Context: an optimization exercise on an open-source flow, tuned for small area. The choices shown serve that exercise and are no tape-out recipe. RTL that was checked went through simulation tests only; none was proved equivalent to the original. No activity file was given, so power comes from the tool's default toggle rates.

Setup of build 71:
Design quadrature_position_speed_tracker, start of the top module:
module quadrature_position_speed_tracker (
  input  logic        clk,
  input  logic        rst,
  input  logic        sample_valid,
  output logic        sample_ready,
  input  logic [1:0]  sample_op,
  input  logic [15:0] sample_count,
  output logic        result_valid,
  input  logic        result_ready,
  output logic [31:0] result_total_count,
  output logic [15:0] result_delta_count,
  output logic        result_direction,
  output logic [31:0] result_shaft_rpm,
  output logic [31:0] result_shaft_rps,
  output logic [15:0] result_mech_angle,
  output logic [15:0] result_elec_angle,
  output logic [31:0] result_index_count,
  input  logic        cfg_valid,
  output logic        cfg_ready,
  input  logic [1:0]  cfg_index,
  input  logic [31:0] cfg_data
);
Size: roughly 1300 cells after synthesis, roughly 290 flip-flops, about 13000 um^2 of cells after synthesis.
clock: 15.0 ns
lec_check: 0
cap_margin: 0
core_margin: 2
core_utilization: 65
place_density: 0.9
slew_margin: 0
standard.sh (not shown) runs the stock make flow with config.mk's settings and CLKGATE_MAP_FILE= SYNTH_SCRIPT=/design/flow/synth_recipe.tcl, a recipe that flattens the netlist after the stock synthesis.
==> flow/flow/run.sh <==
#!/bin/bash
# The standard layout (standard.sh), with these changes:
#  - synthesis: synth_recipe.tcl unchanged except that abc maps the combinational logic with an
#    area-oriented script (flow/abc_area.script); the registers are untouched by abc;
#  - buf_1 port buffers;
#  - a clock tree of clkbuf_8 clusters of up to 20 sinks, without dummy loads.
set -euo pipefail
here=$(pwd)
sed "s#^source \$::env(SCRIPTS_DIR)/synth.tcl#source $here/flow/abc_override.tcl\nsource \$::env(SCRIPTS_DIR)/synth.tcl#" \
  synth_recipe.tcl > area_synth.tcl
export MY_ABC_SCRIPT="$here/flow/abc_area.script"
export BUFFER_PORTS_ARGS="-buffer_cell sky130_fd_sc_hd__buf_1"
export CTS_ARGS="-sink_clustering_enable -repair_clock_nets -buf_list sky130_fd_sc_hd__clkbuf_8 -sink_clustering_size 20 -sink_clustering_max_diameter 60 -dont_use_dummy_load"
bash standard.sh \
  "SYNTH_SCRIPT=$here/area_synth.tcl" \
  "BUFFER_PORTS_ARGS=$BUFFER_PORTS_ARGS" \
  "CTS_ARGS=$CTS_ARGS" \
  finish > standard.log 2>&1
==> flow/flow/abc_area.script <==
&get -n
&st
&dch
&nf -R 1000
&put
topo
dnsize -c
==> flow/flow/abc_override.tcl <==
# replace the abc script that synth.tcl hands to abc with $::env(MY_ABC_SCRIPT)

proc abc {args} {
  set out {}
  set skip 0
  foreach a $args {
    if {$skip} { lappend out $::env(MY_ABC_SCRIPT); set skip 0; continue }
    if {$a eq "-script"} { set skip 1 }
    lappend out $a
  }
  puts "abc override: $out"
  yosys abc {*}$out
}
Inputs modified between build 71 and build 40:
-- flow/flow/run.sh --
<<< build 71, line 5
#  - buf_1 port buffers;
#  - a clock tree of clkbuf_8 clusters of up to 20 sinks, without dummy loads.
set -euo pipefail
>>> build 40, line 5
#  - buf_1 port buffers;
#  - a clock tree of clkbuf_8 clusters of up to 16 sinks, without dummy loads.
set -euo pipefail
<<< build 71, line 12
export BUFFER_PORTS_ARGS="-buffer_cell sky130_fd_sc_hd__buf_1"
export CTS_ARGS="-sink_clustering_enable -repair_clock_nets -buf_list sky130_fd_sc_hd__clkbuf_8 -sink_clustering_size 20 -sink_clustering_max_diameter 60 -dont_use_dummy_load"
bash standard.sh \
>>> build 40, line 12
export BUFFER_PORTS_ARGS="-buffer_cell sky130_fd_sc_hd__buf_1"
export CTS_ARGS="-sink_clustering_enable -repair_clock_nets -buf_list sky130_fd_sc_hd__clkbuf_8 -sink_clustering_size 16 -sink_clustering_max_diameter 60 -dont_use_dummy_load"
bash standard.sh \
==> flow/flow/abc_area.script <==
&get -n
&st
&dch
&nf -R 1000
&put
strash
&get -n
&st
&dch
&nf -R 1000
&put
topo
dnsize -c
==> notes.md <==
- Compare build 40 and build 71 | cell leakage power higher: build 40
- The count of cell types in the netlist number comes out lower for build 40 vs build 71.
- In the route summary, build 40 ends up with a via count below that of build 71.
- Cell area after technology mapping: build 71 vs build 40, no meaningful difference
- For mean number of vias per cell, build 71 and build 40 come out practically identical.
- Against build 71, the final cell area of build 40 is higher.
- Relative to build 71, the sequential share of layout area of build 40 is lower by 0.25 points.
- Higher required time of the critical path goes to build 40 over build 71.
- Compared with build 71, build 40 shows routed wire length that has gone down slightly.
Modified inputs, build 79 compared to build 40
# build 40
export LEC_CHECK = 0
export CAP_MARGIN = 0
export CORE_MARGIN = 2
export CORE_UTILIZATION = 65
export PLACE_DENSITY = 0.9
export SLEW_MARGIN = 0
create_clock -name core_clock -period 15.0 [get_ports {clk}]
# build 79
export LEC_CHECK = 0
export CAP_MARGIN = 0
export CORE_MARGIN = 2
export CORE_UTILIZATION = 65
export PLACE_DENSITY = 0.95
export SLEW_MARGIN = 0
create_clock -name core_clock -period 15.0 [get_ports {clk}]
==> flow/flow/abc_area.script <==
&get -n
&st
&dch
&nf -R 1000
&put
topo
dnsize -c
==> notes.md <==
Build 79 completed every stage of the flow, and the final layout passed the timing, DRC and antenna checks. Count of multi-input gates went up by a few percent going from build 40 to build 79. Build 79 vs build 40, standard cell with the maximum stage delay on the critical path: fa_2 vs fa_1. In the tables for build 79 and build 40, routed via count divided by cell count reads lower with build 40. Summary — met2 usage in global routing, build 79 relative to build 40: higher, by 1.2 points. As far as post-CTS setup buffer count is concerned, build 40 and build 79 perform about the same. In the flow results for build 79 and build 40, the actual transition at the worst max-transition pin is larger on build 79. [build 79 vs build 40] overall routed net length: higher in build 79. In build 79 relative to build 40, instance count of the mapped netlist had gone up by a few percent. Summary — relative slew slack, build 79 relative to build 40: lower, by 0.31 points.

The RTL this note starts from:
==> flow/design.v <==
module qpst_rca #(
  parameter int W = 8
) (
  input  logic [W-1:0] a,
  input  logic [W-1:0] b,
  input  logic         ci,
  output logic [W-1:0] s,
  output logic         co
);
  logic [W:0] c;
  assign c[0] = ci;
  for (genvar i = 0; i < W; i++) begin : g_bit
    assign s[i]   = a[i] ^ b[i] ^ c[i];
    assign c[i+1] = (a[i] & b[i]) | (c[i] & (a[i] ^ b[i]));
  end
  assign co = c[W];
endmodule
module quadrature_position_speed_tracker (
  input  logic        clk,
  input  logic        rst,
  input  logic        sample_valid,
  output logic        sample_ready,
  input  logic [1:0]  sample_op,
  input  logic [15:0] sample_count,
  output logic        result_valid,
  input  logic        result_ready,
  output logic [31:0] result_total_count,
  output logic [15:0] result_delta_count,
  output logic        result_direction,
  output logic [31:0] result_shaft_rpm,
  output logic [31:0] result_shaft_rps,
  output logic [15:0] result_mech_angle,
  output logic [15:0] result_elec_angle,
  output logic [31:0] result_index_count,
  input  logic        cfg_valid,
  output logic        cfg_ready,
  input  logic [1:0]  cfg_index,
  input  logic [31:0] cfg_data
);
  logic [20:0] cpr;
  logic [7:0]  pp;
  logic [31:0] rpm_gain;
  logic [31:0] rps_gain;
  logic [31:0] total;
  logic [15:0] delta;
  logic        dir;
  logic [31:0] rpm;
  logic [31:0] rps;
  logic [31:0] index;
  logic [15:0] mech;    
  logic [20:0] rem;     
  logic        busy;
  logic [5:0]  cnt;
  logic        icy;     
  assign cfg_ready = !rst;
  assign result_total_count = total;
  assign result_delta_count = delta;
  assign result_direction   = dir;
  assign result_shaft_rpm   = rpm;
  assign result_shaft_rps   = rps;
  assign result_mech_angle  = mech;
  assign result_elec_angle  = rem[15:0];
  assign result_index_count = index;
  wire start = sample_valid && !busy && (!result_valid || result_ready);
  wire last  = busy && (cnt == 6'd55);
  assign sample_ready = last;
  wire op_speed = (sample_op == 2'd0);
  wire op_index = (sample_op == 2'd1);
  wire op_clear = (sample_op == 2'd2);
  wire op_pos   = (sample_op == 2'd3);
  wire upd = start;
  wire clr = rst || (upd && op_clear);
  always_ff @(posedge clk) begin
    if (rst) begin
      cpr      <= 21'd4096;
      pp       <= 8'd1;
      rpm_gain <= 32'd96000;
      rps_gain <= 32'd1600;
    end else if (cfg_valid) begin
      case (cfg_index)
        2'd0: cpr      <= cfg_data[20:0];
        2'd1: pp       <= cfg_data[7:0];
        2'd2: rpm_gain <= cfg_data;
        default: rps_gain <= cfg_data;
      endcase
    end
  end
  wire [15:0] step;
  wire        nbor;
  qpst_rca #(16) u_step (.a(sample_count), .b(~total[15:0]), .ci(1'b1), .s(step), .co(nbor));
  wire        bor = !nbor;
  wire [15:0] thi;
  qpst_rca #(16) u_thi (.a(total[31:16]), .b({16{step[15] & !bor}}), .ci(bor & !step[15]),
                        .s(thi), .co());
  wire        mul_on = busy && op_speed && !cnt[5];
  wire [3:0]  mi     = cnt[3:0];
  wire        msel   = cnt[4];
  wire        mbit   = delta[mi];
  wire        mlast  = (mi == 4'd15);
  wire        mneg   = delta[15];
  wire [31:0] g      = msel ? rpm_gain : rps_gain;
  wire [31:0] mb     = mbit ? (mlast ? ~g : g) : 32'd0;
  wire        mcin   = (mbit && mlast) || (mneg ? (mi < 4'd7) : (mi == 4'd7));
  wire [31:0] msum;
  wire        mco;
  qpst_rca #(32) u_mul (.a({mech[7:0], rpm[31:8]}), .b(mb), .ci(mcin), .s(msum), .co(mco));
  wire        mtop   = (mbit && mlast) ? !mco : mco;
  wire [32:0] s      = {mtop, msum};
  wire [31:0] znext  = {s[24:0], rpm[7:1]};
  wire        fits   = (s[32:24] == 9'h000) || (s[32:24] == 9'h1FF);
  wire [31:0] mres   = (mlast && !fits) ? {s[32], {31{!s[32]}}} : znext;
  wire        tneg   = total[31];
  wire        frac   = (cnt[5:4] == 2'b10);
  wire        ephase = (cnt[5:4] == 2'b11);
  wire        dbit   = cnt[5] ? (tneg && !cnt[4]) : (total[~cnt[4:0]] ^ tneg);
  wire        ppbit  = pp[~cnt[2:0]];
  wire [21:0] dt     = {rem, dbit};
  wire [21:0] db     = ephase ? {6'd0, mech & {16{ppbit}}} : {1'b1, ~cpr};
  wire [21:0] dd;
  wire        ge;
  qpst_rca #(22) u_div (.a(dt), .b(db), .ci(!ephase), .s(dd), .co(ge));
  wire [20:0] rnext  = (ge || ephase) ? dd[20:0] : dt[20:0];
  wire        qbit   = (ge ^ tneg) && (cpr != 21'd0);
  always_ff @(posedge clk) begin
    if (upd || (busy && cnt == 6'd47)) rem <= 21'd0;
    else if (busy) rem <= rnext;
    if (upd) mech[7:0] <= 8'd0;
    else if (mul_on) mech[7:0] <= mlast ? 8'd0 : s[32:25];
    else if (busy && frac) mech <= {mech[14:0], qbit};
  end
  wire irot = busy && op_index && !cnt[5];
  always_ff @(posedge clk) begin
    if (clr) begin
      total <= 32'd0;
      delta <= 16'd0;
    end else if (upd) begin
      if (op_speed || op_pos) total <= {thi, sample_count};
      if (op_speed) delta <= step;
    end
    if (clr) index <= 32'd0;
    else if (irot) index <= {index[0] ^ icy, index[31:1]};
    if (upd) icy <= 1'b1;
    else if (irot) icy <= icy & index[0];
    if (rst) dir <= 1'b0;
    else if (upd && op_speed) dir <= step[15];
    if (clr || (upd && op_speed) || (mul_on && mlast && !msel)) rpm <= 32'd0;
    else if (mul_on) rpm <= mres;
    if (clr) rps <= 32'd0;
    else if (mul_on && mlast && !msel) rps <= mres;
  end
  always_ff @(posedge clk) begin
    if (rst) begin
      busy         <= 1'b0;
      result_valid <= 1'b0;
    end else begin
      if (start) busy <= 1'b1;
      else if (last) busy <= 1'b0;
      if (last) result_valid <= 1'b1;
      else if (result_ready) result_valid <= 1'b0;
    end
    if (start) cnt <= 6'd0;
    else if (busy) cnt <= cnt + 6'd1;
  end
endmodule
export LEC_CHECK = 0
export CAP_MARGIN = 20
export CORE_MARGIN = 2
export CORE_UTILIZATION = 40
export PLACE_DENSITY = 0.6
export SLEW_MARGIN = 20
create_clock -name core_clock -period 15.0 [get_ports {clk}]
run.sh (not shown) runs the stock make flow with config.mk's settings and CLKGATE_MAP_FILE= SYNTH_SCRIPT=/design/flow/synth_recipe.tcl, a recipe that flattens the netlist after the stock synthesis.
Stock flow here: none of the scripts above is used.
Next try:
Settings changed: CORE_UTILIZATION 40 to 65, CTS_BUF_LIST from default to sky130_fd_sc_hd__clkbuf_4, PLACE_DENSITY 0.6 to 0.75.
Result: The new run produced a clean layout; critical path depth increases by 10; clock-buffer cell count increases by 59; worst setup slack loses 21 ps; sequential power decreases by about 0.5%; via count increases by 6.4%; register-to-register slack loses 150 ps; design area decreases by 2.7%; synthesized cell count is unchanged; total power decreases by 9.9%; area after synthesis does not change.
Next try:
==> flow/flow/run.sh (new file) <==
#!/bin/bash
# The standard layout (standard.sh), with smaller cells where the standard flow's defaults
# pick larger ones: buf_1 port buffers and a clkbuf_4 clock tree without dummy loads.
set -euo pipefail
export BUFFER_PORTS_ARGS="-buffer_cell sky130_fd_sc_hd__buf_1"
export CTS_ARGS="-sink_clustering_enable -repair_clock_nets -buf_list sky130_fd_sc_hd__clkbuf_4 -dont_use_dummy_load"
bash standard.sh \
  "BUFFER_PORTS_ARGS=$BUFFER_PORTS_ARGS" \
  "CTS_ARGS=$CTS_ARGS" \
  finish > standard.log 2>&1
==> flow/standard.sh (new file) <==
#!/bin/bash
# synth_recipe.tcl (not shown) runs the flow's synth.tcl, then flattens the netlist and writes it again
# the make line also repeats each setting of config.mk as NAME=value (left out here)
make -C /OpenROAD-flow-scripts/flow DESIGN_CONFIG=/design/flow/config.mk WORK_HOME=/design/flow/orfs CLKGATE_MAP_FILE= SYNTH_SCRIPT=/design/flow/synth_recipe.tcl "${@:-finish}"
Settings changed: CTS_BUF_LIST sky130_fd_sc_hd__clkbuf_4 to default.
removed: flow/run.sh
Outcome:
- via count shrinks by 1.9%
- global-route usage decreases by 1.1 points
- core utilization shrinks by 8.6 points
- total power decreases by 11%
Next try:
==> flow/flow/run.sh (replaced) <==
#!/bin/bash
# The standard layout (standard.sh), with smaller cells where the standard flow's defaults
# pick larger ones: buf_1 port buffers, clkbuf_4 clock tree without dummy loads, and power
# (size) recovery on paths with positive slack after global routing.
set -euo pipefail
export BUFFER_PORTS_ARGS="-buffer_cell sky130_fd_sc_hd__buf_1"
export CTS_ARGS="-sink_clustering_enable -repair_clock_nets -buf_list sky130_fd_sc_hd__clkbuf_4 -dont_use_dummy_load"
export RECOVER_POWER=100
bash standard.sh \
  "BUFFER_PORTS_ARGS=$BUFFER_PORTS_ARGS" \
  "CTS_ARGS=$CTS_ARGS" \
  "RECOVER_POWER=$RECOVER_POWER" \
  finish > standard.log 2>&1
Outcome:
- This time the run produced a layout that fails on max-capacitance violations, max-slew violations
- power stays flat
- final area decreases by about 0.7%
- clock-buffer cell count is unchanged
- utilization decreases by 0.56 points
Function was not checked in any run of this note: the RTL went through the layout flow alone.

== job 7846 ==
Another version of the RTL of quadrature_position_speed_tracker (not shown whole).
Size: ~290 flip-flops, ~12000 um2 of cells after synthesis.
## quadrature_position_speed_tracker
module quadrature_position_speed_tracker (
  input  logic        clk,
  input  logic        rst,
  input  logic        sample_valid,
  output logic        sample_ready,
  input  logic [1:0]  sample_op,
  input  logic [15:0] sample_count,
  output logic        result_valid,
  input  logic        result_ready,
  output logic [31:0] result_total_count,
  output logic [15:0] result_delta_count,
  output logic        result_direction,
  output logic [31:0] result_shaft_rpm,
  output logic [31:0] result_shaft_rps,
  output logic [15:0] result_mech_angle,
  output logic [15:0] result_elec_angle,
  output logic [31:0] result_index_count,
  input  logic        cfg_valid,
  output logic        cfg_ready,
  input  logic [1:0]  cfg_index,
  input  logic [31:0] cfg_data
);
export LEC_CHECK = 0
export CAP_MARGIN = 0
export CORE_MARGIN = 2
export CORE_UTILIZATION = 65
export PLACE_DENSITY = 0.9
export SLEW_MARGIN = 0
create_clock -name core_clock -period 15.0 [get_ports {clk}]
standard.sh (not shown) runs the stock make flow with config.mk's settings and CLKGATE_MAP_FILE= SYNTH_SCRIPT=/design/flow/synth_recipe.tcl, a recipe that flattens the netlist after the stock synthesis.
==> flow/flow/run.sh <==
#!/bin/bash
# The standard layout (standard.sh), with these changes:
#  - synthesis: synth_recipe.tcl unchanged except that abc maps the combinational logic with an
#    area-oriented script (flow/abc_area.script); the registers are untouched by abc;
#  - buf_1 port buffers;
#  - a clock tree of clkbuf_4 clusters of up to 10 sinks, without dummy loads.
set -euo pipefail
here=$(pwd)
sed "s#^source \$::env(SCRIPTS_DIR)/synth.tcl#source $here/flow/abc_override.tcl\nsource \$::env(SCRIPTS_DIR)/synth.tcl#" \
  synth_recipe.tcl > area_synth.tcl
export MY_ABC_SCRIPT="$here/flow/abc_area.script"
export BUFFER_PORTS_ARGS="-buffer_cell sky130_fd_sc_hd__buf_1"
export CTS_ARGS="-sink_clustering_enable -repair_clock_nets -buf_list sky130_fd_sc_hd__clkbuf_4 -sink_clustering_size 10 -sink_clustering_max_diameter 40 -dont_use_dummy_load"
bash standard.sh \
  "SYNTH_SCRIPT=$here/area_synth.tcl" \
  "BUFFER_PORTS_ARGS=$BUFFER_PORTS_ARGS" \
  "CTS_ARGS=$CTS_ARGS" \
  finish > standard.log 2>&1
==> flow/flow/abc_area.script <==
&get -n
&st
&dch
&nf -R 1000
&put
topo
dnsize -c
Scripts as last shown in full above: flow/flow/abc_override.tcl
diff inputs: job 7846 => job 2370
diff --git a/flow/flow/run.sh b/flow/flow/run.sh
--- a/flow/flow/run.sh
+++ b/flow/flow/run.sh
@@ -6 +6 @@
-#  - a clock tree of clkbuf_4 clusters of up to 10 sinks, without dummy loads.
+#  - a clock tree of clkbuf_8 clusters of up to 16 sinks, without dummy loads.
@@ -13 +13 @@
-export CTS_ARGS="-sink_clustering_enable -repair_clock_nets -buf_list sky130_fd_sc_hd__clkbuf_4 -sink_clustering_size 10 -sink_clustering_max_diameter 40 -dont_use_dummy_load"
+export CTS_ARGS="-sink_clustering_enable -repair_clock_nets -buf_list sky130_fd_sc_hd__clkbuf_8 -sink_clustering_size 16 -sink_clustering_max_diameter 60 -dont_use_dummy_load"
In terms of cell area, job 7846 and job 2370 differ only marginally. Going from job 7846 to job 2370, final design utilization grows by 0.15 points. Job 2370 vs job 7846, critical path endpoint: rpm[12]$_DFF_P_ vs rpm[21]$_DFF_P_. Job 2370 vs job 7846, ratio of final minimum period to clock period went up by 1.0 points.
## Diff of input files: job 8643 against job 2370
Settings: PLACE_DENSITY: 0.9 -> 0.8.
--- outcome ---
In job 8643 the maximum achievable frequency turned out about 2.4% higher than in job 2370. Comparing job 2370 and job 8643, the higher post-cts gate resize count is on job 2370. The final reports for job 8643 and job 2370 show worst setup slack higher in the former. Job 8643 vs job 2370: amount of wire on met2 after detailed routing down in job 8643. Job 2370 and job 8643 ended up with nearly the same clock buffer and inverter area fraction after layout. Between job 2370 and job 8643, the flow reports critical path depth decreasing by a few percent. Job 8643 ended up with a lower vias after detailed routing than job 2370 did. Compared with job 2370, job 8643 shows wire length that has gone down by a few percent.

re-timing with driven ports:
Ports are ideal in the flow. The routed layouts listed here were re-timed in OpenROAD.
Step 1 (the two cells are an assumption about what drives the block):
set clk [get_ports {clk}]
set_driving_cell -lib_cell sky130_fd_sc_hd__clkbuf_16 $clk
set_driving_cell -lib_cell sky130_fd_sc_hd__buf_2 [delete_from_list [all_inputs] $clk]
Step 2 also shifts input and output timing later by t, the mid clock arrival at the registers, as if the neighbouring blocks saw the same clock.
Slacks: no drivers / after step 1 / after step 2; pairs: no drivers / after step 1.
| run | t (ns) | setup slack, ns | worst hold slack (ns) | slew at the worst register clock pin (ns) |
|---|---|---|---|---|
| build 71 | 0.582 | 0.341 / 0.341 / 0.341 | 0.465 / 0.465 / 0.465 | 0.12 / 0.12 |
| build 40 | 0.593 | 0.552 / 0.552 / 0.552 | 0.456 / 0.456 / 0.456 | 0.11 / 0.11 |
| build 79 | 0.569 | 0.273 / 0.273 / 0.273 | 0.459 / 0.459 / 0.459 | 0.11 / 0.11 |
| the first run of note 2 | 0.570 | 0.424 / 0.453 / -0.117 | 0.453 / 0.453 / 0.453 | 0.06 / 0.06 |
| the second run of note 2 | 0.698 | 0.403 / 0.403 / -0.241 | 0.453 / 0.453 / 0.453 | 0.07 / 0.07 |
| the third run of note 2 | 0.670 | 0.380 / 0.398 / -0.273 | 0.433 / 0.433 / 0.433 | 0.07 / 0.07 |
| the fourth run of note 2 | 0.670 | 0.334 / 0.352 / -0.318 | 0.432 / 0.432 / 0.432 | 0.07 / 0.07 |
| job 7846 | 0.677 | 0.372 / 0.372 / 0.372 | 0.462 / 0.462 / 0.462 | 0.11 / 0.11 |
| job 2370 | 0.585 | 0.217 / 0.217 / 0.217 | 0.465 / 0.465 / 0.465 | 0.11 / 0.11 |
| job 8643 | 0.581 | 0.564 / 0.564 / 0.564 | 0.461 / 0.461 / 0.461 | 0.11 / 0.11 |
For the third run of note 2, which loses most, drivers alone change the setup slack by +0.018 ns; drivers and shift together by -0.653 ns.
